Source: an optimization exercise on an open RTL-to-GDS flow (aim: a short achievable clock period and few clock cycles). Production flows keep margins and buffers that such runs may drop.
RTL that was checked went through simulation tests only; none was proved equivalent to the original.
Function not checked in runs 1 to 3: the RTL went through the layout flow alone.
No activity file was given, so power comes from the tool's default toggle rates.

**flow/config.mk**
```make
export PLATFORM = sky130hd
export DESIGN_NAME = mips_core
export DESIGN_NICKNAME = mips_core
export VERILOG_FILES = /design/flow/design.v
export SDC_FILE = /design/flow/constraint.sdc
export NUM_CORES = 8
export LEC_CHECK = 0
export CAP_MARGIN = 20
export CORE_MARGIN = 2
export CORE_UTILIZATION = 40
export PLACE_DENSITY = 0.55
export SETUP_SLACK_MARGIN = 5
export SLEW_MARGIN = 20
export SYNTH_HIERARCHICAL = 1
export SYNTH_MINIMUM_KEEP_SIZE = 0
```
**flow/constraint.sdc**
```tcl
create_clock -name core_clock -period 8.0 [get_ports {clk}]
set_input_delay 1.6000 -clock core_clock [delete_from_list [all_inputs] [get_ports {clk}]]
set_output_delay 1.6000 -clock core_clock [all_outputs]
set_load 0.01 [all_outputs]
```
**flow/design.v**
```verilog
`default_nettype none
package mips_pkg;
    localparam int XLEN = 32;
    localparam int RLEN = 5;
    typedef logic [XLEN-1:0] word_t;
    typedef logic [RLEN-1:0] reg_addr_t;
    localparam logic [5:0] OP_SPECIAL = 6'h00;
    localparam logic [5:0] OP_J       = 6'h02;
    localparam logic [5:0] OP_JAL     = 6'h03;
    localparam logic [5:0] OP_BEQ     = 6'h04;
    localparam logic [5:0] OP_BNE     = 6'h05;
    localparam logic [5:0] OP_ADDIU   = 6'h09;
    localparam logic [5:0] OP_ORI     = 6'h0d;
    localparam logic [5:0] OP_LUI     = 6'h0f;
    localparam logic [5:0] OP_LW      = 6'h23;
    localparam logic [5:0] OP_SW      = 6'h2b;
    localparam logic [5:0] FN_JR   = 6'h08;
    localparam logic [5:0] FN_ADDU = 6'h21;
    localparam logic [5:0] FN_SUBU = 6'h23;
    localparam logic [5:0] FN_AND  = 6'h24;
    localparam logic [5:0] FN_OR   = 6'h25;
    localparam logic [5:0] FN_SLT  = 6'h2a;
endpackage
`default_nettype wire
`timescale 1ns/1ps
`default_nettype none
module mips_ks_lvl_n #(
    parameter int D = 1
) (
    input  logic [31:0] g,
    input  logic [31:0] p,
    output logic [31:0] gn,
    output logic [31:0] pn
);
    always_comb begin
        for (int i = 0; i < 32; i++) begin
            if (i >= D) begin
                gn[i] = ~(g[i] | (p[i] & g[i-D]));
                pn[i] = ~(p[i] & p[i-D]);
            end else begin
                gn[i] = ~g[i];
                pn[i] = ~p[i];
            end
        end
    end
endmodule
module mips_ks_lvl_p #(
    parameter int D = 1
) (
    input  logic [31:0] gn,
    input  logic [31:0] pn,
    output logic [31:0] g,
    output logic [31:0] p
);
    always_comb begin
        for (int i = 0; i < 32; i++) begin
            if (i >= D) begin
                g[i] = ~(gn[i] & (pn[i] | gn[i-D]));
                p[i] = ~(pn[i] | pn[i-D]);
            end else begin
                g[i] = ~gn[i];
                p[i] = ~pn[i];
            end
        end
    end
endmodule
module mips_ks_add #(
    parameter bit SUB = 1'b0
) (
    input  mips_pkg::word_t a,
    input  mips_pkg::word_t b,
    output mips_pkg::word_t y
);
    logic [31:0] bb, g0, p0, x0;
    logic [31:0] g1n, p1n, g2, p2, g3n, p3n, g4, p4, g5n, p5n;
    assign bb = SUB ? ~b : b;
    assign x0 = a ^ bb;
    assign g0 = SUB ? ((a & bb) | {31'd0, x0[0]}) : (a & bb);
    assign p0 = x0;
    mips_ks_lvl_n #(.D(1))  u_l1 (.g(g0),   .p(p0),   .gn(g1n), .pn(p1n));
    mips_ks_lvl_p #(.D(2))  u_l2 (.gn(g1n), .pn(p1n), .g(g2),   .p(p2));
    mips_ks_lvl_n #(.D(4))  u_l3 (.g(g2),   .p(p2),   .gn(g3n), .pn(p3n));
    mips_ks_lvl_p #(.D(8))  u_l4 (.gn(g3n), .pn(p3n), .g(g4),   .p(p4));
    mips_ks_lvl_n #(.D(16)) u_l5 (.g(g4),   .p(p4),   .gn(g5n), .pn(p5n));
    assign y = x0 ^ {~g5n[30:0], SUB};
endmodule
module mips_alu (
    input  mips_pkg::word_t a,
    input  mips_pkg::word_t b,
    output mips_pkg::word_t sum,
    output mips_pkg::word_t diff,
    output mips_pkg::word_t and_y,
    output mips_pkg::word_t or_y,
    output logic            lt
);
    mips_ks_add #(.SUB(1'b0)) u_sum  (.a(a), .b(b), .y(sum));
    mips_ks_add #(.SUB(1'b1)) u_diff (.a(a), .b(b), .y(diff));
    assign and_y = a & b;
    assign or_y  = a | b;
    assign lt    = (a[31] ^ b[31]) ? a[31] : diff[31];
endmodule
module mips_opmux_alu (
    input  mips_pkg::word_t sum,
    input  mips_pkg::word_t diff,
    input  mips_pkg::word_t and_y,
    input  mips_pkg::word_t or_y,
    input  logic            lt,
    input  logic [4:0]      sel,    
    output mips_pkg::word_t pa_n,
    output mips_pkg::word_t pb_n
);
    assign pa_n = ~(({32{sel[0]}} & sum) | ({32{sel[1]}} & diff) | {31'd0, sel[4] & lt});
    assign pb_n = ~(({32{sel[2]}} & and_y) | ({32{sel[3]}} & or_y));
endmodule
module mips_opmux_side (
    input  mips_pkg::word_t w1,
    input  mips_pkg::word_t w2,
    input  logic [1:0]      sel,    
    output mips_pkg::word_t pc_n
);
    assign pc_n = ~(({32{sel[0]}} & w1) | ({32{sel[1]}} & w2));
endmodule
module mips_opmux_fin (
    input  mips_pkg::word_t pa_n,
    input  mips_pkg::word_t pb_n,
    input  mips_pkg::word_t pc_n,
    input  mips_pkg::word_t rd_n,
    input  logic            sel_rf_n,
    output mips_pkg::word_t y
);
    assign y = ~(pa_n & pb_n & pc_n & ({32{sel_rf_n}} | rd_n));
endmodule
module mips_opmux (
    input  mips_pkg::word_t sum,
    input  mips_pkg::word_t diff,
    input  mips_pkg::word_t and_y,
    input  mips_pkg::word_t or_y,
    input  logic            lt,
    input  mips_pkg::word_t w1,
    input  mips_pkg::word_t w2,
    input  mips_pkg::word_t w3_n,
    input  logic [7:0]      sel,    
    output mips_pkg::word_t y
);
    mips_pkg::word_t pa_n, pb_n, pc_n;
    mips_opmux_alu u_alu (
        .sum (sum), .diff (diff), .and_y (and_y), .or_y (or_y), .lt (lt),
        .sel (sel[4:0]), .pa_n (pa_n), .pb_n (pb_n)
    );
    mips_opmux_side u_side (.w1 (w1), .w2 (w2), .sel (sel[6:5]), .pc_n (pc_n));
    mips_opmux_fin u_fin (
        .pa_n (pa_n), .pb_n (pb_n), .pc_n (pc_n), .rd_n (w3_n), .sel_rf_n (~sel[7]), .y (y)
    );
endmodule
`default_nettype wire
`timescale 1ns/1ps
`default_nettype none
module mips_decoder (
    input  mips_pkg::word_t     instr,
    output logic                hold_a,    
    output logic                hold_t,    
    output logic                a_zero,    
    output logic                b_imm,     
    output logic                we,        
    output mips_pkg::reg_addr_t dest,
    output logic                is_load,
    output logic                is_store,
    output logic                is_beq,
    output logic                is_bne,
    output logic                is_jr,
    output logic                is_j,      
    output logic                is_jal,
    output logic                is_lui,
    output logic                is_ori,
    output logic                op_add,
    output logic                op_sub,
    output logic                op_and,
    output logic                op_or,
    output logic                op_slt
);
    logic [5:0] op;
    logic [5:0] fn;
    logic       r_type;
    logic       r_add, r_sub, r_and, r_or, r_slt, r_alu;
    logic       addiu, ori, lui, lw, sw, beq, bne, j, jal, jr;
    logic       we_any;
    assign op     = instr[31:26];
    assign fn     = instr[5:0];
    assign r_type = (op == mips_pkg::OP_SPECIAL);
    assign r_add  = r_type && (fn == mips_pkg::FN_ADDU);
    assign r_sub  = r_type && (fn == mips_pkg::FN_SUBU);
    assign r_and  = r_type && (fn == mips_pkg::FN_AND);
    assign r_or   = r_type && (fn == mips_pkg::FN_OR);
    assign r_slt  = r_type && (fn == mips_pkg::FN_SLT);
    assign jr     = r_type && (fn == mips_pkg::FN_JR);
    assign r_alu  = r_add | r_sub | r_and | r_or | r_slt;
    assign addiu  = (op == mips_pkg::OP_ADDIU);
    assign ori    = (op == mips_pkg::OP_ORI);
    assign lui    = (op == mips_pkg::OP_LUI);
    assign lw     = (op == mips_pkg::OP_LW);
    assign sw     = (op == mips_pkg::OP_SW);
    assign beq    = (op == mips_pkg::OP_BEQ);
    assign bne    = (op == mips_pkg::OP_BNE);
    assign j      = (op == mips_pkg::OP_J);
    assign jal    = (op == mips_pkg::OP_JAL);
    assign hold_a   = ~(j | jal | lui | jr);
    assign hold_t   = r_type | beq | bne;
    assign a_zero   = lui | jal;
    assign b_imm    = addiu | ori | lui | lw | sw | jal;
    assign is_load  = lw;
    assign is_store = sw;
    assign is_beq   = beq;
    assign is_bne   = bne;
    assign is_jr    = jr;
    assign is_j     = j | jal;
    assign is_jal   = jal;
    assign is_lui   = lui;
    assign is_ori   = ori;
    assign op_sub   = r_sub;
    assign op_and   = r_and;
    assign op_or    = r_or | ori;
    assign op_slt   = r_slt;
    assign op_add   = r_add | addiu | lui | lw | sw | jal;
    assign dest   = r_type ? instr[15:11] : jal ? 5'd31 : instr[20:16];
    assign we_any = r_alu | addiu | ori | lui | lw | jal;
    assign we     = we_any && (dest != 5'd0);
endmodule
`default_nettype wire
`timescale 1ns/1ps
`default_nettype none
module mips_rf_dec (
    input  mips_pkg::reg_addr_t ra,
    input  logic [31:1]         valid,
    output logic [31:1]         sel
);
    logic [3:0] hi;
    logic [7:0] lo;
    always_comb begin
        for (int i = 0; i < 4; i++) hi[i] = (ra[4:3] == i[1:0]);
        for (int i = 0; i < 8; i++) lo[i] = (ra[2:0] == i[2:0]);
        for (int i = 1; i < 32; i++) sel[i] = hi[i >> 3] & lo[i & 7] & valid[i];
    end
endmodule
module mips_rf_l1 (
    input  logic [32*32-1:0] regs,    
    input  logic [31:0]      sel,
    output logic [16*32-1:0] g_n
);
    always_comb begin
        for (int k = 0; k < 16; k++) begin
            g_n[k*32 +: 32] = ~(({32{sel[2*k]}}   & regs[(2*k)*32   +: 32])
                              | ({32{sel[2*k+1]}} & regs[(2*k+1)*32 +: 32]));
        end
    end
endmodule
module mips_rf_l2 (
    input  logic [16*32-1:0] g_n,
    output logic [4*32-1:0]  h
);
    always_comb begin
        for (int k = 0; k < 4; k++) begin
            h[k*32 +: 32] = ~(g_n[(4*k)*32 +: 32] & g_n[(4*k+1)*32 +: 32]
                            & g_n[(4*k+2)*32 +: 32] & g_n[(4*k+3)*32 +: 32]);
        end
    end
endmodule
module mips_rf_l3 (
    input  logic [4*32-1:0] h,
    output mips_pkg::word_t rd_n
);
    assign rd_n = ~(h[0 +: 32] | h[32 +: 32] | h[64 +: 32] | h[96 +: 32]);
endmodule
module mips_rf_mux (
    input  logic [31*32-1:0] regs,
    input  logic [31:1]      sel,
    output mips_pkg::word_t  rd_n
);
    logic [16*32-1:0] g_n;
    logic [4*32-1:0]  h;
    mips_rf_l1 u_l1 (.regs({regs, 32'd0}), .sel({sel, 1'b0}), .g_n(g_n));
    mips_rf_l2 u_l2 (.g_n(g_n), .h(h));
    mips_rf_l3 u_l3 (.h(h), .rd_n(rd_n));
endmodule
module mips_regfile (
    input  logic                clk,
    input  logic                arst_n,
    input  mips_pkg::reg_addr_t ra1,
    input  mips_pkg::reg_addr_t ra2,
    input  logic                we,
    input  mips_pkg::reg_addr_t wa,
    input  mips_pkg::word_t     wd,
    output mips_pkg::word_t     rd1_n,
    output mips_pkg::word_t     rd2_n
);
    logic [31*32-1:0] regs;
    logic [31:1]      valid;
    logic [31:1]      sel1, sel2;
    always_ff @(posedge clk or negedge arst_n) begin
        if (!arst_n) begin
            valid <= '0;
        end else if (we) begin
            for (int i = 1; i < 32; i++) begin
                if (wa == i[4:0]) valid[i] <= 1'b1;
            end
        end
    end
    always_ff @(posedge clk) begin
        if (we) begin
            for (int i = 1; i < 32; i++) begin
                if (wa == i[4:0]) regs[(i-1)*32 +: 32] <= wd;
            end
        end
    end
    mips_rf_dec u_dec1 (.ra(ra1), .valid(valid), .sel(sel1));
    mips_rf_dec u_dec2 (.ra(ra2), .valid(valid), .sel(sel2));
    mips_rf_mux u_mux1 (.regs(regs), .sel(sel1), .rd_n(rd1_n));
    mips_rf_mux u_mux2 (.regs(regs), .sel(sel2), .rd_n(rd2_n));
endmodule
`default_nettype wire
`timescale 1ns/1ps
`default_nettype none
module mips_hazard_unit (
    input  mips_pkg::reg_addr_t f_rs,
    input  mips_pkg::reg_addr_t f_rt,
    input  logic                f_hold_a,
    input  logic                f_hold_t,
    input  mips_pkg::reg_addr_t x_dest,
    input  logic                x_we,
    input  logic                x_load,
    input  mips_pkg::reg_addr_t m_dest,
    input  logic                m_we,
    output logic                stall,
    output logic                a_x,      
    output logic                a_m,      
    output logic                a_ld,     
    output logic                t_x,
    output logic                t_m,
    output logic                t_ld
);
    logic hit_a_x, hit_t_x;
    assign hit_a_x = x_we && (x_dest == f_rs);
    assign hit_t_x = x_we && (x_dest == f_rt);
    assign a_x  = hit_a_x;
    assign t_x  = hit_t_x;
    assign a_m  = m_we && (m_dest == f_rs);
    assign t_m  = m_we && (m_dest == f_rt);
    assign a_ld = hit_a_x && x_load;
    assign t_ld = hit_t_x && x_load;
    assign stall = (a_ld && f_hold_a) || (t_ld && f_hold_t);
endmodule
`default_nettype wire
`timescale 1ns/1ps
`default_nettype none
module mips_core #(
    parameter mips_pkg::word_t RESET_PC = 32'h0000_3000
) (
    input  logic       clk,
    input  logic       arst_n,
    output mips_pkg::word_t      i_inst_addr,
    input  mips_pkg::word_t      i_inst_rdata,
    output mips_pkg::word_t      m_data_addr,
    input  mips_pkg::word_t      m_data_rdata,
    output mips_pkg::word_t      m_data_wdata,
    output logic [3:0] m_data_byteen,
    output logic       w_grf_we,
    output mips_pkg::reg_addr_t  w_grf_addr,
    output mips_pkg::word_t      w_grf_wdata,
    output mips_pkg::word_t      w_inst_addr
);
    mips_pkg::word_t     f_pc_out;
    mips_pkg::word_t     f_pc_in;
    mips_pkg::word_t     f_pc;
    mips_pkg::word_t     f_pc4;
    mips_pkg::word_t     f_pc8;
    mips_pkg::word_t     f_instr;
    mips_pkg::word_t     f_rf1_n;
    mips_pkg::word_t     f_rf2_n;
    mips_pkg::word_t     f_imm;
    logic                f_hold_a, f_hold_t, f_a_zero, f_b_imm, f_we;
    mips_pkg::reg_addr_t f_dest;
    logic                f_load, f_store, f_beq, f_bne, f_jr, f_j, f_jal, f_lui, f_ori;
    logic                f_add, f_sub, f_and, f_or, f_slt;
    logic                f_stall;
    logic                f_a_x, f_a_m, f_a_ld, f_t_x, f_t_m, f_t_ld;
    logic [4:0]          x_ops;
    logic [7:0]          f_sel_a, f_sel_b;
    mips_pkg::word_t     f_opa, f_opb;
    mips_pkg::word_t     f_npc;
    mips_pkg::word_t     x_pc;
    mips_pkg::word_t     x_opa, x_opb;
    mips_pkg::word_t     x_rt_rf;
    logic                x_sd_x, x_sd_m;
    mips_pkg::word_t     x_sd;
    mips_pkg::word_t     x_pc4;
    mips_pkg::word_t     x_off;
    mips_pkg::word_t     x_jt;
    mips_pkg::word_t     x_btgt;
    logic                x_a_ld;
    logic                x_we;
    mips_pkg::reg_addr_t x_dest;
    logic                x_load, x_store, x_beq, x_bne, x_jr, x_j;
    logic                x_add, x_sub, x_and, x_or, x_slt;
    mips_pkg::word_t     x_sum, x_diff, x_and_y, x_or_y, x_y;
    logic                x_lt;
    mips_pkg::word_t     x_cmp_a;
    logic                x_eq, x_redirect;
    mips_pkg::word_t     x_npc;
    mips_pkg::word_t     m_pc;
    mips_pkg::word_t     m_res;
    mips_pkg::word_t     m_addr;
    mips_pkg::word_t     m_wdata;
    logic                m_we;
    mips_pkg::reg_addr_t m_dest;
    logic                m_load;
    logic                m_store;
    mips_pkg::word_t     m_wd;
    mips_pkg::word_t     w_pc;
    mips_pkg::word_t     w_res;
    logic                w_we;
    mips_pkg::reg_addr_t w_dest;
    assign i_inst_addr = f_pc_out ^ RESET_PC;
    assign f_pc        = ~f_pc_in ^ RESET_PC;
    assign f_instr     = i_inst_rdata;
    assign f_pc4       = f_pc + 32'd4;
    assign f_pc8       = f_pc + 32'd8;
    mips_decoder u_decoder (
        .instr    (f_instr),
        .hold_a   (f_hold_a),
        .hold_t   (f_hold_t),
        .a_zero   (f_a_zero),
        .b_imm    (f_b_imm),
        .we       (f_we),
        .dest     (f_dest),
        .is_load  (f_load),
        .is_store (f_store),
        .is_beq   (f_beq),
        .is_bne   (f_bne),
        .is_jr    (f_jr),
        .is_j     (f_j),
        .is_jal   (f_jal),
        .is_lui   (f_lui),
        .is_ori   (f_ori),
        .op_add   (f_add),
        .op_sub   (f_sub),
        .op_and   (f_and),
        .op_or    (f_or),
        .op_slt   (f_slt)
    );
    mips_regfile u_regfile (
        .clk    (clk),
        .arst_n (arst_n),
        .ra1    (f_instr[25:21]),
        .ra2    (f_instr[20:16]),
        .we     (m_we),
        .wa     (m_dest),
        .wd     (m_wd),
        .rd1_n  (f_rf1_n),
        .rd2_n  (f_rf2_n)
    );
    mips_hazard_unit u_hazard (
        .f_rs    (f_instr[25:21]),
        .f_rt    (f_instr[20:16]),
        .f_hold_a (f_hold_a),
        .f_hold_t (f_hold_t),
        .x_dest  (x_dest),
        .x_we    (x_we),
        .x_load  (x_load),
        .m_dest  (m_dest),
        .m_we    (m_we),
        .stall   (f_stall),
        .a_x     (f_a_x),
        .a_m     (f_a_m),
        .a_ld    (f_a_ld),
        .t_x     (f_t_x),
        .t_m     (f_t_m),
        .t_ld    (f_t_ld)
    );
    always_comb begin
        if (f_jal)      f_imm = f_pc8;
        else if (f_lui) f_imm = {f_instr[15:0], 16'h0000};
        else if (f_ori) f_imm = {16'h0000, f_instr[15:0]};
        else            f_imm = {{16{f_instr[15]}}, f_instr[15:0]};
    end
    assign x_ops = {x_slt, x_or, x_and, x_sub, x_add};
    assign f_sel_a = f_a_zero ? 8'd0
                   : f_a_x    ? {3'b000, x_ops}
                   : f_a_m    ? 8'b00100000
                   :            8'b10000000;
    assign f_sel_b = f_b_imm  ? 8'b01000000
                   : f_t_x    ? {3'b000, x_ops}
                   : f_t_m    ? 8'b00100000
                   :            8'b10000000;
    mips_opmux u_opa (
        .sum (x_sum), .diff (x_diff), .and_y (x_and_y), .or_y (x_or_y), .lt (x_lt),
        .w1 (m_wd), .w2 ('0), .w3_n (f_rf1_n), .sel (f_sel_a), .y (f_opa)
    );
    mips_opmux u_opb (
        .sum (x_sum), .diff (x_diff), .and_y (x_and_y), .or_y (x_or_y), .lt (x_lt),
        .w1 (m_wd), .w2 (f_imm), .w3_n (f_rf2_n), .sel (f_sel_b), .y (f_opb)
    );
    always_ff @(posedge clk or negedge arst_n) begin
        if (!arst_n) begin
            x_we    <= 1'b0;
            x_load  <= 1'b0;
            x_store <= 1'b0;
            x_beq   <= 1'b0;
            x_bne   <= 1'b0;
            x_jr    <= 1'b0;
            x_j     <= 1'b0;
        end else begin
            x_we    <= f_we    & ~f_stall;
            x_load  <= f_load  & ~f_stall;
            x_store <= f_store & ~f_stall;
            x_beq   <= f_beq   & ~f_stall;
            x_bne   <= f_bne   & ~f_stall;
            x_jr    <= f_jr    & ~f_stall;
            x_j     <= f_j     & ~f_stall;
        end
    end
    always_ff @(posedge clk) begin
        x_dest <= f_dest;
        x_pc   <= f_pc;
        x_opa  <= f_opa;
        x_opb  <= f_opb;
        x_rt_rf <= ~f_rf2_n;
        x_sd_x  <= f_t_x;
        x_sd_m  <= f_t_m;
        x_pc4  <= f_pc4;
        x_off  <= {{14{f_instr[15]}}, f_instr[15:0], 2'b00};
        x_jt   <= {f_pc4[31:28], f_instr[25:0], 2'b00};
        x_a_ld <= f_a_ld;
        x_add  <= f_add;
        x_sub  <= f_sub;
        x_and  <= f_and;
        x_or   <= f_or;
        x_slt  <= f_slt;
    end
    mips_alu u_alu (
        .a     (x_opa),
        .b     (x_opb),
        .sum   (x_sum),
        .diff  (x_diff),
        .and_y (x_and_y),
        .or_y  (x_or_y),
        .lt    (x_lt)
    );
    mips_opmux u_res (
        .sum (x_sum), .diff (x_diff), .and_y (x_and_y), .or_y (x_or_y), .lt (x_lt),
        .w1 ('0), .w2 ('0), .w3_n ('1), .sel ({3'b000, x_ops}), .y (x_y)
    );
    assign x_cmp_a = x_a_ld ? m_data_rdata : x_opa;
    assign x_eq    = (x_opa == x_opb);
    assign x_sd = x_sd_x ? m_wd : x_sd_m ? w_res : x_rt_rf;
    mips_ks_add #(.SUB(1'b0)) u_btgt (.a(x_pc4), .b(x_off), .y(x_btgt));
    assign x_redirect = x_j | x_jr | (x_eq ? x_beq : x_bne);
    assign x_npc      = x_jr ? x_cmp_a : x_j ? x_jt : x_btgt;
    mips_npc u_npc (
        .redirect (x_redirect),
        .tgt      (x_npc),
        .stall    (f_stall),
        .pc       (f_pc),
        .pc4      (f_pc4),
        .npc      (f_npc)
    );
    always_ff @(posedge clk or negedge arst_n) begin
        if (!arst_n) begin
            f_pc_out <= '0;
            f_pc_in  <= '1;
        end else begin
            f_pc_out <= f_npc ^ RESET_PC;
            f_pc_in  <= ~(f_npc ^ RESET_PC);
        end
    end
    always_ff @(posedge clk or negedge arst_n) begin
        if (!arst_n) begin
            m_we    <= 1'b0;
            m_load  <= 1'b0;
            m_store <= 1'b0;
        end else begin
            m_we    <= x_we;
            m_load  <= x_load;
            m_store <= x_store;
        end
    end
    always_ff @(posedge clk) begin
        m_dest  <= x_dest;
        m_pc    <= x_pc;
        m_res   <= x_y;
        m_addr  <= x_sum;
        m_wdata <= x_sd;
    end
    assign m_data_addr   = m_addr;
    assign m_data_wdata  = m_wdata;
    assign m_data_byteen = {4{m_store}};
    assign m_wd = m_load ? m_data_rdata : m_res;
    always_ff @(posedge clk or negedge arst_n) begin
        if (!arst_n) begin
            w_we <= 1'b0;
        end else begin
            w_we <= m_we;
        end
    end
    always_ff @(posedge clk) begin
        w_dest <= m_dest;
        w_pc   <= m_pc;
        w_res  <= m_wd;
    end
    assign w_grf_we    = w_we;
    assign w_grf_addr  = w_dest;
    assign w_grf_wdata = w_res;
    assign w_inst_addr = w_pc;
endmodule
module mips_npc (
    input  logic            redirect,
    input  mips_pkg::word_t tgt,
    input  logic            stall,
    input  mips_pkg::word_t pc,
    input  mips_pkg::word_t pc4,
    output mips_pkg::word_t npc
);
    assign npc = stall ? pc : (redirect ? tgt : pc4);
endmodule
`default_nettype wire
```
**flow/flow/run.sh**
```bash
#!/bin/bash
set -euo pipefail
bash standard.sh synth > synth.log 2>&1
bash standard.sh SETUP_SLACK_MARGIN=5.6 MATCH_CELL_FOOTPRINT=0 finish > layout.log 2>&1
```
**flow/standard.sh**
```bash
#!/bin/bash
# synth_recipe.tcl (not shown) runs the flow's synth.tcl, then flattens the netlist and writes it again
# the make line also repeats each setting of config.mk as NAME=value (left out here)
make -C /OpenROAD-flow-scripts/flow DESIGN_CONFIG=/design/flow/config.mk WORK_HOME=/design/flow/orfs CLKGATE_MAP_FILE= SYNTH_SCRIPT=/design/flow/synth_recipe.tcl "${@:-finish}"
```
==> run notes, run 1 <==
Post-layout worst setup margin: 4.64 ns
Chip Width: 419 um
Synth Cell Area: 0.0688 mm^2
Hold Crit Class: reg2reg
Drt total wl: 363000 um
Clock Pin Slew Worst Setup and Hold Paths: 0.07 ns
Starting DRC count in detailed routing: 10900
Clk_skew: 0.0414 ns
Clock Sinks: 1497
Rows: 152
I/O Buffers: 235
Initial core utilization: 40.2%
Total GRT Usage: 38.9%
Syn Area/Cell: 12.2 um^2
RD Place Congestion: 1.01
Final period utilization: 42.0%
Vias in the first global route: 57300
Reg2reg start: u_regfile.valid[9]
Pwr per Cell Area: 251 mW/mm^2
CP arrival: 4.07 ns
Crit path kind: in2reg
Via count: 62200
Global route overflow: 0
CTS Buf Count: 163
Peak supply drop: 0.199 mV
Minimum clock period: 3.36 ns
# DRC: 0
Final Util: 54.4%
Max_cap viols: 0
Endpoint of the worst hold path: m_pc[9]
Worst Hold Depth: 0
Share of layout cells above drive strength 1: 38.8%
Reg2reg end: x_opa[10]
FILL cells: 14200
Pleak: 31.4 nW
Worst Setup End Kind: flip-flop
Status: no timing/DRC/antenna violations
Setup TNS: 0 ns
Pre-CTS setup slack: 2.66 ns
Crit-path max FO: 8
Wire per inst: 40.2 um
Hold_sp: x_pc[9]
Post-Synthesis Cells: 5650
First-pass detailed-route iteration total: 9
Global-route wire length before repair: 471000 um
Unrepaired setup endpoints after global routing: true
Pins Over Slew Limit: 0
Fmax achieved: 298 MHz
Startpoint Class: input port
R2R setup slack: 5.15 ns
Final-report setup violation count: 0
Total core area: 0.171 mm^2
Initial antenna violation count: 18
Post-DP HPWL: 193000 um
Via-to-Cell Ratio: 6.89
CTS tree: built
Critical Path RT: 8.71 ns
Worst slew pin tran: 1.18 ns
Io pins: 236
Reg2reg path depth: 6
Area growth syn-to-layout: 35.4%
Slew HR: 21.4%
Root buf cell: clkbuf_16
Largest net degree at the start of global routing: 66
Worst skew pair latency: 0.86 ns
Die height: 419 um
Yosys Warn Count: 16
CTS Buffer Depth: 3
H-tree levels: 4
Hold-fix buffers, CTS: 0
Fin. Hold Viols: 0
Die footprint: 0.175 mm^2
Fin nets: 6738
ANT nets after route: 0
-- layout by cell type, fill, tap and decap left out, types with 83 or more instances in the layout --
cell type  instances
a22oi_2          287
nand4_1          271
conb_1           220
edfxtp_1         992
a21oi_1           90
a21oi_2          142
a22oi_1         1022
nor2_1            83
nand2_1          176
o21ai_1           91
dfxtp_2           91
and3_4           100
buf_4            296
buf_6            226
inv_1            188
buf_12           104
clkbuf_16        212
dfxtp_1          242
xnor2_1          119
-- timing repair --
item / in CTS / in global routing
pin swaps: 360 / 255
endpoints found under the hold margin: 0 / 0
setup buffers: 299 / 143
gates cloned: 117 / 21
setup endpoints to repair: 1778 / 550
gates resized for setup: 2064 / 636
-- cell type report --
cell class | instances | area, um^2 | area share (%)
Antenna cell | 13 | 32.5 | 0.0349
Clock buffer | 215 | 4410 | 4.73
Clock inverter | 82 | 777 | 0.834
Inverter | 236 | 898 | 0.965
Multi-Input combinational cell | 3836 | 33800 | 36.3
Sequential cell | 1497 | 40800 | 43.8
Tap cell | 2310 | 2890 | 3.10
Timing Repair Buffer | 838 | 9480 | 10.2
-- per-stage QoR --
stage / instances / power (W) / hold WS (ns) / area [um^2]
floorplan: 5866 / 0.0120 / 0.310 / 70500
global placement: 8137 / 0.0140 / 0.311 / 73700
detailed placement: 8137 / 0.0140 / 0.312 / 73700
CTS: 8850 / 0.0224 / 0.320 / 88700
global route: 9015 / 0.0239 / 0.321 / 93100
finish: 9027 / 0.0233 / 0.319 / 93100
-- power breakdown --
part | internal [W] | total, W | switching [W]
Sequential | 0.00910 | 0.00974 | 0.000640
Clock | 0.00413 | 0.00744 | 0.00331
Combinational | 0.00247 | 0.00616 | 0.00369
-- worst max-delay path: stages --
cell,delay [ns]
buf_12,0.11
buf_12,0.14
and3b_2,0.26
and3_4,0.22
buf_12,0.15
clkbuf_16,0.19
a22oi_2,0.13
nand4_1,0.39
nor4_4,0.66
o2111ai_1,0.20
-- layer usage --
metal | up-vias | part of all wire (%) | wire (um) | GRT usage [%]
met5 | - | 0.069 | 249 | 0
met4 | 18 | 11 | 38700 | 29.4
met3 | 1725 | 14 | 49500 | 14.1
met2 | 5448 | 43 | 155000 | 58.7
met1 | 30800 | 33 | 120000 | 45.4
li1 | 24200 | - | - | -
-- worst max path at each step --
stage               slack (ns)  cells after the start               to             start
finish                    4.64                     10         x_opa[5]  i_inst_rdata[25]
global route              4.68                      9        x_opa[11]  i_inst_rdata[25]
CTS                       4.94                      2  i_inst_addr[13]      f_pc_out[13]
detailed placement        2.66                     10         x_opb[1]  i_inst_rdata[26]
global placement          2.71                     10         x_opb[1]  i_inst_rdata[26]
floorplan                 4.66                      6             x_we  i_inst_rdata[28]
-- sequential cells by signal, summed over array words and instances (netlist names), 12 cells and up --
name,flops
f_pc_in,32
f_pc_out,32
m_addr,32
m_pc,32
m_res,32
m_wdata,32
u_regfile.regs,992
u_regfile.valid,31
w_pc,32
w_res,32
x_jt,12
x_off,15
x_opa,32
x_opb,32
x_pc,30
x_pc4,31
x_rt_rf,32
==> run 2, diff against run 1 <==
--- a/flow/design.v
+++ b/flow/design.v
@@ -255,20 +255,20 @@
 endmodule
 module mips_rf_l2 (
     input  logic [16*32-1:0] g_n,
-    output logic [4*32-1:0]  h
+    output logic [4*32-1:0]  h_n
 );
     always_comb begin
         for (int k = 0; k < 4; k++) begin
-            h[k*32 +: 32] = ~(g_n[(4*k)*32 +: 32] & g_n[(4*k+1)*32 +: 32]
-                            & g_n[(4*k+2)*32 +: 32] & g_n[(4*k+3)*32 +: 32]);
+            h_n[k*32 +: 32] = g_n[(4*k)*32 +: 32] & g_n[(4*k+1)*32 +: 32]
+                            & g_n[(4*k+2)*32 +: 32] & g_n[(4*k+3)*32 +: 32];
         end
     end
 endmodule
 module mips_rf_l3 (
-    input  logic [4*32-1:0] h,
+    input  logic [4*32-1:0] h_n,
     output mips_pkg::word_t rd_n
 );
-    assign rd_n = ~(h[0 +: 32] | h[32 +: 32] | h[64 +: 32] | h[96 +: 32]);
+    assign rd_n = h_n[0 +: 32] & h_n[32 +: 32] & h_n[64 +: 32] & h_n[96 +: 32];
 endmodule
 module mips_rf_mux (
     input  logic [31*32-1:0] regs,
@@ -276,10 +276,10 @@
     output mips_pkg::word_t  rd_n
 );
     logic [16*32-1:0] g_n;
-    logic [4*32-1:0]  h;
+    logic [4*32-1:0]  h_n;
     mips_rf_l1 u_l1 (.regs({regs, 32'd0}), .sel({sel, 1'b0}), .g_n(g_n));
-    mips_rf_l2 u_l2 (.g_n(g_n), .h(h));
-    mips_rf_l3 u_l3 (.h(h), .rd_n(rd_n));
+    mips_rf_l2 u_l2 (.g_n(g_n), .h_n(h_n));
+    mips_rf_l3 u_l3 (.h_n(h_n), .rd_n(rd_n));
 endmodule
 module mips_regfile (
     input  logic                clk,
==> flow/run.sh (new file) <==
#!/bin/bash
# synth_recipe.tcl (not shown) runs the flow's synth.tcl, then flattens the netlist and writes it again
# the make line also repeats each setting of config.mk as NAME=value (left out here)
make -C /OpenROAD-flow-scripts/flow DESIGN_CONFIG=/design/flow/config.mk WORK_HOME=/design/flow/orfs CLKGATE_MAP_FILE= SYNTH_SCRIPT=/design/flow/synth_recipe.tcl finish
removed: flow/flow/run.sh
removed: flow/standard.sh
==> run 2 against run 1 <==
- via count decreased by 12%
- largest power group unchanged
- critical path type unchanged
- highest routed layer unchanged
- synthesized cell count unchanged
- power decreased by 7.5%
- still clean on timing, DRC and antenna
- global-route usage decreased by 7.0 points
- area after synthesis increased by 0.58%
- non-clock buffer count decreased by 435
- core utilization decreased by 7.2 points
- sequential share of layout area increased by 6.4 points
- die area increased by 0.58%
==> run notes, run 2 <==
Status: no timing/DRC/antenna violations (unchanged)
Share of layout cells above drive strength 1: 17.7% (was 38.8%)
RD Place Congestion: 1.03 (was 1.01)
Clock Pin Slew Worst Setup and Hold Paths: 0.06 ns (was 0.07 ns)
Chip Width: 420 um (was 419 um)
Pins Over Slew Limit: 0 (unchanged)
Cells along the critical path: buf_6, and3b_2, and3_1, buf_6, a22oi_1, and4_1, and4_2, o2111ai_1 (was buf_12, buf_12, and3b_2, and3_4, buf_12, clkbuf_16, a22oi_2, nand4_1, nor4_4, o2111ai_1)
CTS Buffer Depth: 3 (unchanged)
Final-report setup violation count: 0 (unchanged)
Crit-path max FO: 32 (was 8)
Rows: 152 (unchanged)
Pwr per Cell Area: 267 mW/mm^2 (was 251 mW/mm^2)
Fin. Hold Viols: 0 (unchanged)
Root buf cell: clkbuf_16 (unchanged)
Worst skew pair latency: 0.82 ns (was 0.86 ns)
R2R setup slack: 4.95 ns (was 5.15 ns)
Die footprint: 0.176 mm^2 (was 0.175 mm^2)
CTS Buf Count: 162 (was 163)
Hold-fix buffers, CTS: 0 (unchanged)
Total core area: 0.172 mm^2 (was 0.171 mm^2)
Setup TNS: 0 ns (unchanged)
Critical Path RT: 8.68 ns (was 8.71 ns)
Initial antenna violation count: 18 (unchanged)
Die height: 420 um (was 419 um)
Commonest non-fill, non-tap cell in the layout: a22oi_1 (unchanged)
Biggest cell delay along the critical path: 0.42 ns (was 0.66 ns)
Total GRT Usage: 32.0% (was 38.9%)
Unrepaired setup endpoints after global routing: true (unchanged)
Startpoint Class: input port (unchanged)
Hold Crit Class: reg2reg (unchanged)
Global route overflow: 0 (unchanged)
Initial core utilization: 40.3% (was 40.2%)
Final std cells w/o fill: 8519 (was 9027)
Via count: 54800 (was 62200)
Commonest cells after routing, fill and taps aside: 1307 x a22oi_1, 992 x edfxtp_1, 325 x dfxtp_1 (was 1022 x a22oi_1, 992 x edfxtp_1, 296 x buf_4)
ANT nets after route: 0 (unchanged)
Area growth syn-to-layout: 16.9% (was 35.4%)
CTS tree: built (unchanged)
Synth Cell Area: 0.0692 mm^2 (was 0.0688 mm^2)
FILL cells: 15500 (was 14200)
Vias in the first global route: 51800 (was 57300)
Global-route wire length before repair: 400000 um (was 471000 um)
First-pass detailed-route iteration total: 7 (was 9)
Max_cap viols: 0 (unchanged)
Worst Setup End Kind: flip-flop (unchanged)
Starting DRC count in detailed routing: 7673 (was 10900)
Clk_skew: 0.0313 ns (was 0.0414 ns)
Yosys Warn Count: 16 (unchanged)
Fin nets: 6245 (was 6738)
Fmax achieved: 321 MHz (was 298 MHz)
# DRC: 0 (unchanged)
Via-to-Cell Ratio: 6.43 (was 6.89)
Clock Sinks: 1497 (unchanged)
Syn Area/Cell: 12.3 um^2 (was 12.2 um^2)
Wire per inst: 34.1 um (was 40.2 um)
Largest net degree at the start of global routing: 66 (unchanged)
CP max stage cell: and4_2 (was nor4_4)
Critical path buffers and inverters: 2 (was 4)
Final Util: 47.1% (was 54.4%)
Final period utilization: 38.9% (was 42.0%)
Post-Synthesis Cells: 5650 (unchanged)
Post-DP HPWL: 191000 um (was 193000 um)
Pre-CTS setup slack: 2.57 ns (was 2.66 ns)
Io pins: 236 (unchanged)
Slew HR: 13.8% (was 21.4%)
I/O Buffers: 235 (unchanged)
Minimum clock period: 3.11 ns (was 3.36 ns)
H-tree levels: 4 (unchanged)
Pleak: 25.8 nW (was 31.4 nW)
Placed cells: 8157 (was 8137)
Post-layout worst setup margin: 4.89 ns (was 4.64 ns)
Crit path kind: in2reg (unchanged)
Most flops, register: u_regfile.regs (unchanged)
Largest delay share family, worst path: simple AND/OR/NAND/NOR gates (unchanged)
Drt total wl: 291000 um (was 363000 um)
Most used cell, CP: buf_6 (was buf_12)
Max reg flops: 992 (unchanged)
Peak supply drop: 0.172 mV (was 0.199 mV)
CP arrival: 3.80 ns (was 4.07 ns)
Worst slew pin tran: 1.26 ns (was 1.18 ns)
-- run 2: area by class of cell --
type                            count  area (um^2)  share of cell area (%)
Antenna cell                        2         5.00                 0.00619
Clock buffer                      210         4400                    5.44
Clock inverter                     82          867                    1.07
Inverter                          236          892                    1.10
Multi-Input combinational cell   3779        27500                    34.0
Sequential cell                  1497        40600                    50.2
Tap cell                         2310         2890                    3.57
Timing Repair Buffer              403         3730                    4.61
-- run 2: per-layer routing --
metal | global-route usage (%) | vias up | part of all wire [%]
met1 | 41.7 | 27600 | 39
li1 | - | 23000 | -
met2 | 50.3 | 3448 | 46
met4 | 16.8 | 8 | 6.0
met3 | 6.40 | 668 | 9.8
met5 | 0 | - | 0.018
-- run 2: path summary, 6_finish.rpt --
kind                       cells past startpoint     endpoint             start
hold reg to reg                                0     m_pc[11]          x_pc[11]
hold / removal                                 0     m_pc[11]          x_pc[11]
setup / recovery                               8    x_opb[18]  i_inst_rdata[17]
min in group asynchronous                      1  f_pc_out[2]            arst_n
setup reg to reg                               9    x_opa[16]          x_opa[0]
max in group asynchronous                      2  f_pc_out[3]            arst_n
-- run 2: power by group --
part           switching (W)  leakage, nW  internal (W)  total (W)
sequential          0.000538         13.4       0.00909    0.00963
clock                0.00318         2.55       0.00437    0.00755
combinational        0.00290         9.83       0.00150    0.00440
total                0.00662         25.8        0.0150     0.0216
-- run 2: per-stage QoR --
| stage | cell area [um^2] | hold WS (ns) | total power [W] |
|---|---|---|---|
| 4_1_cts | 80200 | 0.326 | 0.0215 |
| 3_5_place_dp | 73900 | 0.312 | 0.0140 |
| 6_report | 80900 | 0.323 | 0.0216 |
| 2_1_floorplan | 70300 | 0.310 | 0.0120 |
| 5_1_grt | 80900 | 0.330 | 0.0223 |
| 3_3_place_gp | 73900 | 0.310 | 0.0140 |
-- run 2: timing repair --
item                                     CTS  global route
pin swaps                                 20            26
setup buffers                             38            11
endpoints found under the setup margin   351           160
cloned                                    17             2
gates resized for setup                 1004           210
==> run 3, diff against run 2 <==
--- a/flow/design.v
+++ b/flow/design.v
@@ -253,22 +253,25 @@
         end
     end
 endmodule
-module mips_rf_l2 (
-    input  logic [16*32-1:0] g_n,
-    output logic [4*32-1:0]  h_n
+module mips_rf_nand2 #(
+    parameter int N = 16
+) (
+    input  logic [N*32-1:0]   a_n,
+    output logic [N/2*32-1:0] y
 );
     always_comb begin
-        for (int k = 0; k < 4; k++) begin
-            h_n[k*32 +: 32] = g_n[(4*k)*32 +: 32] & g_n[(4*k+1)*32 +: 32]
-                            & g_n[(4*k+2)*32 +: 32] & g_n[(4*k+3)*32 +: 32];
-        end
+        for (int k = 0; k < N/2; k++) y[k*32 +: 32] = ~(a_n[(2*k)*32 +: 32] & a_n[(2*k+1)*32 +: 32]);
     end
 endmodule
-module mips_rf_l3 (
-    input  logic [4*32-1:0] h_n,
-    output mips_pkg::word_t rd_n
+module mips_rf_nor2 #(
+    parameter int N = 8
+) (
+    input  logic [N*32-1:0]   a,
+    output logic [N/2*32-1:0] y_n
 );
-    assign rd_n = h_n[0 +: 32] & h_n[32 +: 32] & h_n[64 +: 32] & h_n[96 +: 32];
+    always_comb begin
+        for (int k = 0; k < N/2; k++) y_n[k*32 +: 32] = ~(a[(2*k)*32 +: 32] | a[(2*k+1)*32 +: 32]);
+    end
 endmodule
 module mips_rf_mux (
     input  logic [31*32-1:0] regs,
@@ -276,10 +279,14 @@
     output mips_pkg::word_t  rd_n
 );
     logic [16*32-1:0] g_n;
-    logic [4*32-1:0]  h_n;
+    logic [8*32-1:0]  h2;
+    logic [4*32-1:0]  h3_n;
+    logic [2*32-1:0]  h4;
     mips_rf_l1 u_l1 (.regs({regs, 32'd0}), .sel({sel, 1'b0}), .g_n(g_n));
-    mips_rf_l2 u_l2 (.g_n(g_n), .h_n(h_n));
-    mips_rf_l3 u_l3 (.h_n(h_n), .rd_n(rd_n));
+    mips_rf_nand2 #(.N(16)) u_l2 (.a_n(g_n), .y(h2));
+    mips_rf_nor2  #(.N(8))  u_l3 (.a(h2), .y_n(h3_n));
+    mips_rf_nand2 #(.N(4))  u_l4 (.a_n(h3_n), .y(h4));
+    mips_rf_nor2  #(.N(2))  u_l5 (.a(h4), .y_n(rd_n));
 endmodule
 module mips_regfile (
     input  logic                clk,
==> run 3 against run 2 <==
- still clean
- clock skew grew 0.025 ns
- clock-buffer cell count grew 5
- worst setup slack gained 0.089 ns
- non-clock buffer count grew 7
- cell count grew 8.0%
- fmax grew 2.9%
- area after synthesis grew 1.2%
- power shrank 0.61%
- combinational power shrank 3%
- global-route usage grew 0.19 points
- clock power grew 0.5%
- synthesized cell count grew 11%
- largest power group unchanged
==> run notes, run 3 <==
Syn Area/Cell: 11.1 um^2 (was 12.3 um^2)
Root buf cell: clkbuf_16 (unchanged)
Cells along the critical path: clkbuf_4, xor2_1, nor3_2, nand2_1, nor2_4, buf_12, nor2b_4, and2_4, a22oi_1, o2111ai_1 (was buf_6, and3b_2, and3_1, buf_6, a22oi_1, and4_1, and4_2, o2111ai_1)
CTS Buf Count: 164 (was 162)
Starting DRC count in detailed routing: 8120 (was 7673)
Minimum clock period: 3.02 ns (was 3.11 ns)
Biggest cell delay along the critical path: 0.36 ns (was 0.42 ns)
Hold Crit Class: reg2reg (unchanged)
Clk_skew: 0.0563 ns (was 0.0313 ns)
Area growth syn-to-layout: 16.8% (was 16.9%)
# DRC: 0 (unchanged)
Post-Synthesis Cells: 6290 (was 5650)
Hold_sp: m_pc[2] (was x_pc[11])
CP max stage cell: and2_4 (was and4_2)
Pleak: 30.2 nW (was 25.8 nW)
Io pins: 236 (unchanged)
CP arrival: 3.79 ns (was 3.80 ns)
Share of layout cells above drive strength 1: 17.0% (was 17.7%)
Fin nets: 6897 (was 6245)
Status: no timing/DRC/antenna violations (unchanged)
Yosys Warn Count: 19 (was 16)
Drt total wl: 300000 um (was 291000 um)
Total core area: 0.174 mm^2 (was 0.172 mm^2)
Final period utilization: 37.8% (was 38.9%)
Crit-path max FO: 13 (was 32)
Pwr per Cell Area: 262 mW/mm^2 (was 267 mW/mm^2)
Crit path kind: in2reg (unchanged)
Fin. Hold Viols: 0 (unchanged)
H-tree levels: 4 (unchanged)
CTS tree: built (unchanged)
Pins Over Slew Limit: 0 (unchanged)
Largest net degree at the start of global routing: 66 (unchanged)
Final-report setup violation count: 0 (unchanged)
Crit path launch: i_inst_rdata[16] (was i_inst_rdata[17])
Worst Setup End Kind: flip-flop (unchanged)
Setup TNS: 0 ns (unchanged)
Slew HR: 15.6% (was 13.8%)
Via count: 57600 (was 54800)
Global route overflow: 0 (unchanged)
Hold-fix buffers, CTS: 0 (unchanged)
RD Place Congestion: 0.993 (was 1.03)
Max_cap viols: 0 (unchanged)
Initial core utilization: 40.3% (about the same)
Commonest cells after routing, fill and taps aside: 1296 x a22oi_1, 992 x edfxtp_1, 854 x nand2_1 (was 1307 x a22oi_1, 992 x edfxtp_1, 325 x dfxtp_1)
Most flops, register: u_regfile.regs (unchanged)
ANT nets after route: 0 (unchanged)
CTS Buffer Depth: 3 (unchanged)
Unrepaired setup endpoints after global routing: true (unchanged)
Clock Sinks: 1497 (unchanged)
I/O Buffers: 235 (unchanged)
Post-layout worst setup margin: 4.98 ns (was 4.89 ns)
Synth Cell Area: 0.0700 mm^2 (was 0.0692 mm^2)
Die height: 422 um (was 420 um)
R2R setup slack: 5.01 ns (was 4.95 ns)
Peak supply drop: 0.208 mV (was 0.172 mV)
Final Power: 0.0215 W (was 0.0216 W)
Total GRT Usage: 32.2% (was 32.0%)
First-pass detailed-route iteration total: 8 (was 7)
Global-route wire length before repair: 410000 um (was 400000 um)
Startpoint Class: input port (unchanged)
Vias in the first global route: 54800 (was 51800)
Initial antenna violation count: 13 (was 18)
Rows: 153 (was 152)
Critical Path RT: 8.77 ns (was 8.68 ns)
Fmax achieved: 331 MHz (was 321 MHz)
Post-DP HPWL: 188000 um (was 191000 um)
Reg2reg start: x_opb[20] (was x_opa[0])
Worst skew pair latency: 0.86 ns (was 0.82 ns)
Wire per inst: 32.6 um (was 34.1 um)
Max reg flops: 992 (unchanged)
Pre-CTS setup slack: 2.81 ns (was 2.57 ns)
Clock Pin Slew Worst Setup and Hold Paths: 0.06 ns (about the same)
Worst slew pin tran: 1.23 ns (was 1.26 ns)
Die footprint: 0.178 mm^2 (was 0.176 mm^2)
Commonest non-fill, non-tap cell in the layout: a22oi_1 (unchanged)
Via-to-Cell Ratio: 6.26 (was 6.43)
Chip Width: 422 um (was 420 um)
[run 3: area by class of cell]
cell class                      instances  area (um^2)
Fill cell                           16000        92000
Inverter                              236          893
Multi-Input combinational cell       4422        28600
Antenna cell                            7         17.5
Timing Repair Buffer                  410         3420
Clock inverter                         86          860
Sequential cell                      1497        40600
Clock buffer                          215         4490
Tap cell                             2325         2910
[run 3: final timing paths]
| check | endpoint | cells after the start |
|---|---|---|
| max | x_opb[3] | 10 |
| min | w_pc[2] | 0 |
| max reg2reg | x_opa[0] | 11 |
| min reg2reg | w_pc[2] | 0 |
| max in group asynchronous | u_regfile.valid[5] | 2 |
| min in group asynchronous | f_pc_out[3] | 1 |
[run 3: through the flow]
| stage | cells | util, % | instance area, um^2 | hold slack [ns] |
|---|---|---|---|---|
| after floorplan | 6506 | - | 71100 | 0.310 |
| after global placement | 8807 | 43.0 | 74700 | 0.310 |
| after detailed placement | 8807 | 43.0 | 74700 | 0.312 |
| after CTS | 9168 | 46.6 | 81000 | 0.319 |
| after global routing | 9191 | 47.0 | 81800 | 0.324 |
| final | 9198 | 47.1 | 81800 | 0.319 |
[run 3: per-layer routing]
layer / vias up / routed length [um] / GRT usage [%]
li1: 24300 / - / -
met1: 28600 / 112000 / 40.3
met2: 3819 / 137000 / 51.4
met3: 812 / 30700 / 6.54
met4: 2 / 20300 / 19.3
met5: - / 19 / 0
[run 3: worst max-delay path, delay by kind of cell]
family                    cells  cell delay (ns)
and+or+nand+nor               5             1.24
xor gates and xnor gates      1             0.19
buffers and inverters         2             0.36
AOI/OAI and AO/OA             2             0.38
[run 3: power by group]
| part | switching, W | total, W | leakage [nW] | internal (W) |
|---|---|---|---|---|
| Sequential | 0.000505 | 0.00959 | 13.4 | 0.00908 |
| Clock | 0.00328 | 0.00759 | 2.59 | 0.00431 |
| Combinational | 0.00285 | 0.00428 | 14.2 | 0.00143 |
[run 3: timing repair]
action | in CTS | in global routing
buffers inserted | 45 | 18
setup endpoints to repair | 339 | 132
pin swaps | 18 | 30
endpoints found under the hold margin | 0 | 0
cloned | 15 | 5
gates resized for setup | 1083 | 187
==> run 4, diff against run 3 <==
--- a/flow/design.v
+++ b/flow/design.v
@@ -421,10 +421,13 @@
     logic                m_load;
     logic                m_store;
     mips_pkg::word_t     m_wd;
-    mips_pkg::word_t     w_pc;
     mips_pkg::word_t     w_res;
-    logic                w_we;
-    mips_pkg::reg_addr_t w_dest;
+    logic                m_rep;
+    logic                rep_m, rep_x;
+    mips_pkg::word_t     p_pc;
+    mips_pkg::word_t     p_res;
+    logic                p_we;
+    mips_pkg::reg_addr_t p_dest;
     assign i_inst_addr = f_pc_out ^ RESET_PC;
     assign f_pc        = ~f_pc_in ^ RESET_PC;
     assign f_instr     = i_inst_rdata;
@@ -600,22 +603,29 @@
     assign m_data_wdata  = m_wdata;
     assign m_data_byteen = {4{m_store}};
     assign m_wd = m_load ? m_data_rdata : m_res;
+    always_ff @(posedge clk) begin
+        w_res <= m_wd;
+    end
+    assign rep_m = m_we & ~m_rep;
+    assign rep_x = ~rep_m & x_we & ~x_load;
     always_ff @(posedge clk or negedge arst_n) begin
         if (!arst_n) begin
-            w_we <= 1'b0;
+            p_we  <= 1'b0;
+            m_rep <= 1'b0;
         end else begin
-            w_we <= m_we;
+            p_we  <= rep_m | rep_x;
+            m_rep <= rep_x;
         end
     end
     always_ff @(posedge clk) begin
-        w_dest <= m_dest;
-        w_pc   <= m_pc;
-        w_res  <= m_wd;
-    end
-    assign w_grf_we    = w_we;
-    assign w_grf_addr  = w_dest;
-    assign w_grf_wdata = w_res;
-    assign w_inst_addr = w_pc;
+        p_dest <= rep_m ? m_dest : x_dest;
+        p_pc   <= rep_m ? m_pc   : x_pc;
+        p_res  <= rep_m ? m_wd   : x_y;
+    end
+    assign w_grf_we    = p_we;
+    assign w_grf_addr  = p_dest;
+    assign w_grf_wdata = p_res;
+    assign w_inst_addr = p_pc;
 endmodule
 module mips_npc (
     input  logic            redirect,
==> flow/flow/run.sh (new file) <==
#!/bin/bash
set -euo pipefail
bash standard.sh synth > synth.log 2>&1
bash standard.sh SETUP_SLACK_MARGIN=5.3 MATCH_CELL_FOOTPRINT=0 finish > layout.log 2>&1
==> flow/standard.sh (new file) <==
#!/bin/bash
# synth_recipe.tcl (not shown) runs the flow's synth.tcl, then flattens the netlist and writes it again
# the make line also repeats each setting of config.mk as NAME=value (left out here)
make -C /OpenROAD-flow-scripts/flow DESIGN_CONFIG=/design/flow/config.mk WORK_HOME=/design/flow/orfs CLKGATE_MAP_FILE= SYNTH_SCRIPT=/design/flow/synth_recipe.tcl "${@:-finish}"
removed: flow/run.sh
==> run 4 against run 3 <==
- now fails the layout checks on antenna violations
- global-route usage rose by 6.0 points
- fmax fell by 3.1%
- via count rose by 12%
- design area rose by 18%
- worst setup slack got worse by 0.095 ns
- critical endpoint is now p_res[0]
- non-clock buffer count rose by 369
- highest routed layer unchanged
- register-to-register slack got worse by 0.13 ns
- clock skew fell by 0.013 ns
- core utilization rose by 7.2 points
==> run notes, run 4 <==
Via-to-Cell Ratio: 6.60 (was 6.26)
H-tree levels: 4 (unchanged)
CP Capture Point: p_res[0] (was x_opb[3])
Part of the power in registers: 41.8% (was 44.7%)
Status: complete, but fails checks (was no timing/DRC/antenna violations)
Initial core utilization: 40.2% (was 40.3%)
Clock Power Share: 33.2% (was 35.4%)
Switching share of power: 32.3% (was 30.9%)
Clock Pin Slew Worst Setup and Hold Paths: 0.06 ns (about the same)
Starting DRC count in detailed routing: 9801 (was 8120)
Worst Setup End Kind: flip-flop (unchanged)
Worst Hold Depth: 0 (unchanged)
Initial antenna violation count: 19 (was 13)
Slew HR: 24.7% (was 15.6%)
Final-report setup violation count: 0 (unchanged)
Most used cell, CP: a21oi_4
Io pins: 236 (unchanged)
Total core area: 0.178 mm^2 (was 0.174 mm^2)
Biggest cell delay along the critical path: 0.44 ns (was 0.36 ns)
Chip Width: 427 um (was 422 um)
Critical Path RT: 8.71 ns (was 8.77 ns)
Pwr per Cell Area: 246 mW/mm^2 (was 262 mW/mm^2)
I/O Buffers: 235 (unchanged)
Reg2reg path depth: 12 (was 11)
CTS Buffer Depth: 3 (unchanged)
Cells along the critical path: inv_4, ha_4, a21oi_4, o21ai_4, a21oi_4, o21ai_4, a21oi_4, xnor2_2, mux2_4, a222oi_1, o2111ai_1, mux2_4 (was clkbuf_4, xor2_1, nor3_2, nand2_1, nor2_4, buf_12, nor2b_4, and2_4, a22oi_1, o2111ai_1)
Minimum clock period: 3.12 ns (was 3.02 ns)
CP max stage cell: a222oi_1 (was and2_4)
R2R setup slack: 4.88 ns (was 5.01 ns)
Drt total wl: 365000 um (was 300000 um)
P_int: 0.0161 W (was 0.0148 W)
Unrepaired setup endpoints after global routing: true (unchanged)
Area growth syn-to-layout: 35.0% (was 16.8%)
Clk_skew: 0.0430 ns (was 0.0563 ns)
Root buf cell: clkbuf_16 (unchanged)
Global-route wire length before repair: 482000 um (was 410000 um)
Pre-CTS setup slack: 2.78 ns (was 2.81 ns)
Commonest cells after routing, fill and taps aside: 992 x edfxtp_1, 976 x a22oi_1, 737 x nand2_1 (was 1296 x a22oi_1, 992 x edfxtp_1, 854 x nand2_1)
Final std cells w/o fill: 9792 (was 9198)
Reg2reg start: x_opb[2] (was x_opb[20])
Most flops, register: u_regfile.regs (unchanged)
CTS Buf Count: 167 (was 164)
Crit-path max FO: 4 (was 13)
Via count: 64600 (was 57600)
Placed cells: 8935 (was 8807)
Wire per inst: 37.2 um (was 32.6 um)
RD Place Congestion: 1.01 (was 0.993)
Post-Synthesis Cells: 6401 (was 6290)
Worst slew pin tran: 1.12 ns (was 1.23 ns)
Post-DP HPWL: 192000 um (was 188000 um)
ANT nets after route: 1 (was 0)
Hold-fix buffers, CTS: 0 (unchanged)
Synth Cell Area: 0.0715 mm^2 (was 0.0700 mm^2)
Pins Over Slew Limit: 0 (unchanged)
Peak supply drop: 0.247 mV (was 0.208 mV)
Crit path launch: x_opb[2] (was i_inst_rdata[16])
Fin nets: 7434 (was 6897)
CTS tree: built (unchanged)
Total GRT Usage: 38.2% (was 32.2%)
Max reg flops: 992 (unchanged)
Yosys Warn Count: 19 (unchanged)
Clock Sinks: 1530 (was 1497)
Global route overflow: 0 (unchanged)
First-pass detailed-route iteration total: 12 (was 8)
Startpoint Class: flip-flop (was input port)
Crit path kind: reg2reg (was in2reg)
Pleak: 35.0 nW (was 30.2 nW)
Fmax achieved: 321 MHz (was 331 MHz)
Largest net degree at the start of global routing: 65 (was 66)
Net Sw Power: 0.00767 W (was 0.00663 W)
Share of layout cells above drive strength 1: 39.0% (was 17.0%)
Layout check failures: antenna violations
CP arrival: 3.83 ns (was 3.79 ns)
Vias in the first global route: 61300 (was 54800)
Hold Crit Class: reg2reg (unchanged)
Worst skew pair latency: 0.86 ns (about the same)
Rows: 155 (was 153)
Setup TNS: 0 ns (unchanged)
Post-layout worst setup margin: 4.88 ns (was 4.98 ns)
Fin. Hold Viols: 0 (unchanged)
Commonest non-fill, non-tap cell in the layout: edfxtp_1 (was a22oi_1)
Die footprint: 0.182 mm^2 (was 0.178 mm^2)
M3 GR Usage: 11.8% (was 6.54%)
# DRC: 0 (unchanged)
Met1 Track Usage GR: 43.2% (was 40.3%)
Final period utilization: 39.0% (was 37.8%)
Grt met2 use: 59.2% (was 51.4%)
Gate power share: 25.0% (was 19.9%)
Max_cap viols: 0 (unchanged)
Reg2reg end: p_res[0] (was x_opa[0])
GRT busiest layer: met2 (unchanged)
Die height: 427 um (was 422 um)
Syn Area/Cell: 11.2 um^2 (was 11.1 um^2)
-- run 4: routing by layer --
metal | vias to the layer above | wire length, um
li1 | 25700 | -
met1 | 31900 | 121000
met2 | 5105 | 160000
met3 | 1841 | 42600
met4 | 16 | 40200
met5 | - | 386
-- run 4: area by class of cell --
class / instances / area, um^2
Tap cell: 2355 / 2950
Fill cell: 15000 / 81500
Timing Repair Buffer: 779 / 9020
Inverter: 237 / 905
Sequential cell: 1530 / 41500
Antenna cell: 24 / 60.1
Multi-Input combinational cell: 4553 / 36500
Clock buffer: 236 / 4660
Clock inverter: 78 / 910
-- run 4: worst min path at each step --
stage	from	to	slack, ns
2_1_floorplan	x_pc[10]	m_pc[10]	0.33
3_3_place_gp	x_pc[14]	m_pc[14]	0.33
3_5_place_dp	x_pc[3]	m_pc[3]	0.33
4_1_cts	x_pc[5]	m_pc[5]	0.35
5_1_grt	x_pc[8]	m_pc[8]	0.35
6_report	x_pc[26]	m_pc[26]	0.35
-- run 4: per-stage QoR --
| stage | util (%) | hold WS, ns | cell area, um^2 | total power, W |
|---|---|---|---|---|
| after detailed placement | 43.0 | 0.333 | 76500 | 0.0143 |
| after global routing | 54.2 | 0.355 | 96500 | 0.0244 |
| after global placement | 43.0 | 0.331 | 76500 | 0.0143 |
| final | 54.2 | 0.348 | 96500 | 0.0238 |
| after CTS | 51.4 | 0.348 | 91500 | 0.0226 |
| after floorplan | - | 0.326 | 73100 | 0.0123 |
-- run 4: critical path: cells and delay by family, from the launching register on --
kind / cells / cell delay [ns]
xor gates and xnor gates: 1 / 0.11
DFF: 1 / 0.40
adders and majority gates: 1 / 0.26
muxes: 2 / 0.62
AOI/OAI and AO/OA: 7 / 1.55
buffers and inverters: 1 / 0.05
-- run 4: repair_timing --
action	in CTS	in global routing
hold endpoints to repair	0	0
gates cloned	125	13
endpoints found under the setup margin	1227	448
pin swaps	489	373
buffers inserted	256	125
gates resized for setup	2043	830
-- run 4: power groups by stage --
stage | clock network, W | registers (W) | logic [W]
2_1_floorplan | 0 | 0.00974 | 0.00257
5_1_grt | 0.00823 | 0.00997 | 0.00619
6_report | 0.00790 | 0.00993 | 0.00594
3_5_place_dp | 0 | 0.00992 | 0.00437
3_3_place_gp | 0 | 0.00992 | 0.00437
4_1_cts | 0.00792 | 0.00985 | 0.00483
Testbench counts of run 4, summed over its fixed seeds: cycles 44,413.
==> run 5, diff against run 4 <==
==> flow/run.sh (new file) <==
#!/bin/bash
# synth_recipe.tcl (not shown) runs the flow's synth.tcl, then flattens the netlist and writes it again
# the make line also repeats each setting of config.mk as NAME=value (left out here)
make -C /OpenROAD-flow-scripts/flow DESIGN_CONFIG=/design/flow/config.mk WORK_HOME=/design/flow/orfs CLKGATE_MAP_FILE= SYNTH_SCRIPT=/design/flow/synth_recipe.tcl finish
removed: flow/flow/run.sh
removed: flow/standard.sh
==> run 5 against run 4 <==
- sequential cell count did not move
- the run now finishes clean
- clock-buffer cell count fell by 14
- sequential share of layout area rose by 5.5 points
- critical path type is now in2reg
- highest routed layer unchanged
- critical endpoint is now x_opb[0]
==> run notes, run 5 <==
Status: no timing/DRC/antenna violations (was complete, but fails checks)
Fin. Hold Viols: 0 (unchanged)
Unrepaired setup endpoints after global routing: true (unchanged)
ANT nets after route: 0 (was 1)
First-pass detailed-route iteration total: 8 (was 12)
Peak supply drop: 0.227 mV (was 0.247 mV)
Setup TNS: 0 ns (unchanged)
Max_cap viols: 0 (unchanged)
Area growth syn-to-layout: 19.3% (was 35.0%)
Commonest non-fill, non-tap cell in the layout: a22oi_1 (was edfxtp_1)
Clk_skew: 0.0416 ns (was 0.0430 ns)
Fmax achieved: 320 MHz (was 321 MHz)
Rows: 155 (unchanged)
Met3 wire length: 30700 um (was 42600 um)
Final Power: 0.0222 W (was 0.0238 W)
Starting DRC count in detailed routing: 8328 (was 9801)
# DRC: 0 (unchanged)
RD Place Congestion: 1.00 (was 1.01)
Final-report setup violation count: 0 (unchanged)
Final hold slack: 0.328 ns (was 0.348 ns)
Startpoint Class: input port (was flip-flop)
Root buf cell: clkbuf_16 (unchanged)
Worst Setup End Kind: flip-flop (unchanged)
Synth Cell Area: 0.0715 mm^2 (unchanged)
Via count: 59100 (was 64600)
Initial antenna violation count: 9 (was 19)
Crit-path max FO: 32 (was 4)
Share of layout cells above drive strength 1: 21.4% (was 39.0%)
Most flops, register: u_regfile.regs (unchanged)
Via-to-Cell Ratio: 6.27 (was 6.60)
I/O Buffers: 235 (unchanged)
Total core area: 0.178 mm^2 (unchanged)
Hold Crit Class: reg2reg (unchanged)
Final period utilization: 39.1% (was 39.0%)
Pwr per Cell Area: 260 mW/mm^2 (was 246 mW/mm^2)
Post-Synthesis Cells: 6401 (unchanged)
Area of the multi-input gates: 0.0303 mm^2 (was 0.0365 mm^2)
Final Util: 47.9% (was 54.2%)
Final std cells w/o fill: 9429 (was 9792)
Clock Sinks: 1530 (unchanged)
CTS tree: built (unchanged)
Placed cells: 8980 (was 8935)
H-tree levels: 4 (unchanged)
Vias in the first global route: 56400 (was 61300)
Slew HR: 20.9% (was 24.7%)
Met1 Routed Length: 122000 um (was 121000 um)
Storage cell area: 0.0414 mm^2 (was 0.0415 mm^2)
Biggest cell delay along the critical path: 0.32 ns (was 0.44 ns)
CP max stage cell: and2b_2 (was a222oi_1)
Initial core utilization: 40.2% (unchanged)
Die height: 427 um (unchanged)
Total GRT Usage: 32.9% (was 38.2%)
Io pins: 236 (unchanged)
Post-DP HPWL: 205000 um (was 192000 um)
Clock Pin Slew Worst Setup and Hold Paths: 0.06 ns (about the same)
Pleak: 31.4 nW (was 35.0 nW)
Largest net degree at the start of global routing: 69 (was 65)
Yosys Warn Count: 19 (unchanged)
Die footprint: 0.182 mm^2 (unchanged)
CTS Buffer Depth: 3 (unchanged)
Cells along the critical path: buf_4, and2b_2, and3_1, buf_6, a22oi_1, nand2_1, nor2_1, nand2_1, nor2_4, o2111ai_1 (was inv_4, ha_4, a21oi_4, o21ai_4, a21oi_4, o21ai_4, a21oi_4, xnor2_2, mux2_4, a222oi_1, o2111ai_1, mux2_4)
Commonest cells after routing, fill and taps aside: 1297 x a22oi_1, 992 x edfxtp_1, 830 x nand2_1 (was 992 x edfxtp_1, 976 x a22oi_1, 737 x nand2_1)
Most used cell, CP: nand2_1 (was a21oi_4)
Fin nets: 7094 (was 7434)
R2R setup slack: 4.89 ns (was 4.88 ns)
Critical Path RT: 8.66 ns (was 8.71 ns)
Crit path kind: in2reg (was reg2reg)
Wire per inst: 33.3 um (was 37.2 um)
Metal2 WL: 138000 um (was 160000 um)
FILL cells: 16300 (was 15000)
Drt total wl: 314000 um (was 365000 um)
Hold-fix buffers, CTS: 0 (unchanged)
Worst slew pin tran: 1.19 ns (was 1.12 ns)
Max reg flops: 992 (unchanged)
Minimum clock period: 3.13 ns (was 3.12 ns)
CP arrival: 3.79 ns (was 3.83 ns)
Worst skew pair latency: 0.83 ns (was 0.86 ns)
Global-route wire length before repair: 425000 um (was 482000 um)
Pins Over Slew Limit: 0 (unchanged)
Syn Area/Cell: 11.2 um^2 (unchanged)
Chip Width: 427 um (unchanged)
Top Layer Used: met5 (unchanged)
CTS Buf Count: 166 (was 167)
Global route overflow: 0 (unchanged)
==> run 5: worst max-delay path, delay by kind of cell <==
| family | cells | cell delay [ns] |
|---|---|---|
| buffers and inverters | 2 | 0.40 |
| and+or+nand+nor | 6 | 1.26 |
| AOI/OAI and AO/OA | 2 | 0.41 |
==> run 5: through the flow <==
step / setup WS [ns] / instance area, um^2
after global placement: 2.74 / 76500
after detailed placement: 2.64 / 76500
after floorplan: 4.65 / 72600
final: 4.87 / 85300
after global routing: 4.92 / 85300
after CTS: 4.95 / 83700
==> run 5: where the power goes <==
group	internal, W	total [W]	switching, W
combinational	0.00165	0.00470	0.00305
sequential	0.00927	0.00976	0.000494
clock	0.00435	0.00771	0.00336
==> run 5: routing by layer <==
metal,vias to the layer above,global-route usage [%]
met5,-,0
met4,6,20.0
met3,817,7.09
met2,3736,50.4
met1,29600,42.7
li1,24900,-
==> run 5: timing repair <==
| action | in CTS | in global routing |
|---|---|---|
| gates resized for setup | 1185 | 294 |
| setup endpoints to repair | 364 | 175 |
| cloned | 12 | 12 |
| buffers inserted | 59 | 50 |
| pin swaps | 33 | 57 |
==> run 5: worst paths after layout <==
kind,from,endpoint,depth (start not counted)
worst max-delay path,i_inst_rdata[16],x_opb[0],10
worst min-delay path,x_pc[3],m_pc[3],0
worst max register to register,x_opa[19],p_res[24],11
worst min register to register,x_pc[3],m_pc[3],0
max in group asynchronous,arst_n,x_jr,2
min in group asynchronous,arst_n,f_pc_out[20],1
==> run 5: final cells by class <==
class / instances / share of cell area [%]
sequential: 1530 / 48.5
multi-input combinational: 4492 / 35.5
clock buffer: 222 / 5.47
timing repair buffer: 501 / 5.04
tap: 2355 / 3.46
inverter: 237 / 1.05
clock inverter: 85 / 0.916
antenna: 7 / 0.0205

-- static timing again, ports no longer ideal --
How much do the figures lean on ideal ports? The routed layouts below were timed once more, with nothing changed but the port constraints.
Step 1 assumes that a clkbuf_16 drives the clock port and a buf_2 every other input.
Step 2 also shifts input and output timing later by t, the mid clock arrival at the registers, as if the neighbouring blocks saw the same clock.
a / b / c = ideal ports / drivers / drivers and shift; a / b = the first two.
run	shift t [ns]	slack for setup (ns)	worst hold slack (ns)	clock arrival spread, ns
run 1	0.931	4.639 / 4.621 / 3.689	0.319 / 0.319 / 0.319	0.051 / 0.051
run 2	0.883	4.887 / 4.841 / 4.047	0.323 / 0.323 / 0.323	0.035 / 0.035
run 3	0.921	4.976 / 4.908 / 4.078	0.319 / 0.319 / 0.319	0.057 / 0.057
run 4	0.929	4.880 / 4.880 / 4.052	0.348 / 0.348 / 0.348	0.044 / 0.043
run 5	0.894	4.872 / 4.887 / 4.029	0.328 / 0.328 / 0.328	0.045 / 0.046
For run 1, which loses most, drivers alone change the setup slack by -0.018 ns; drivers and shift together by -0.950 ns.
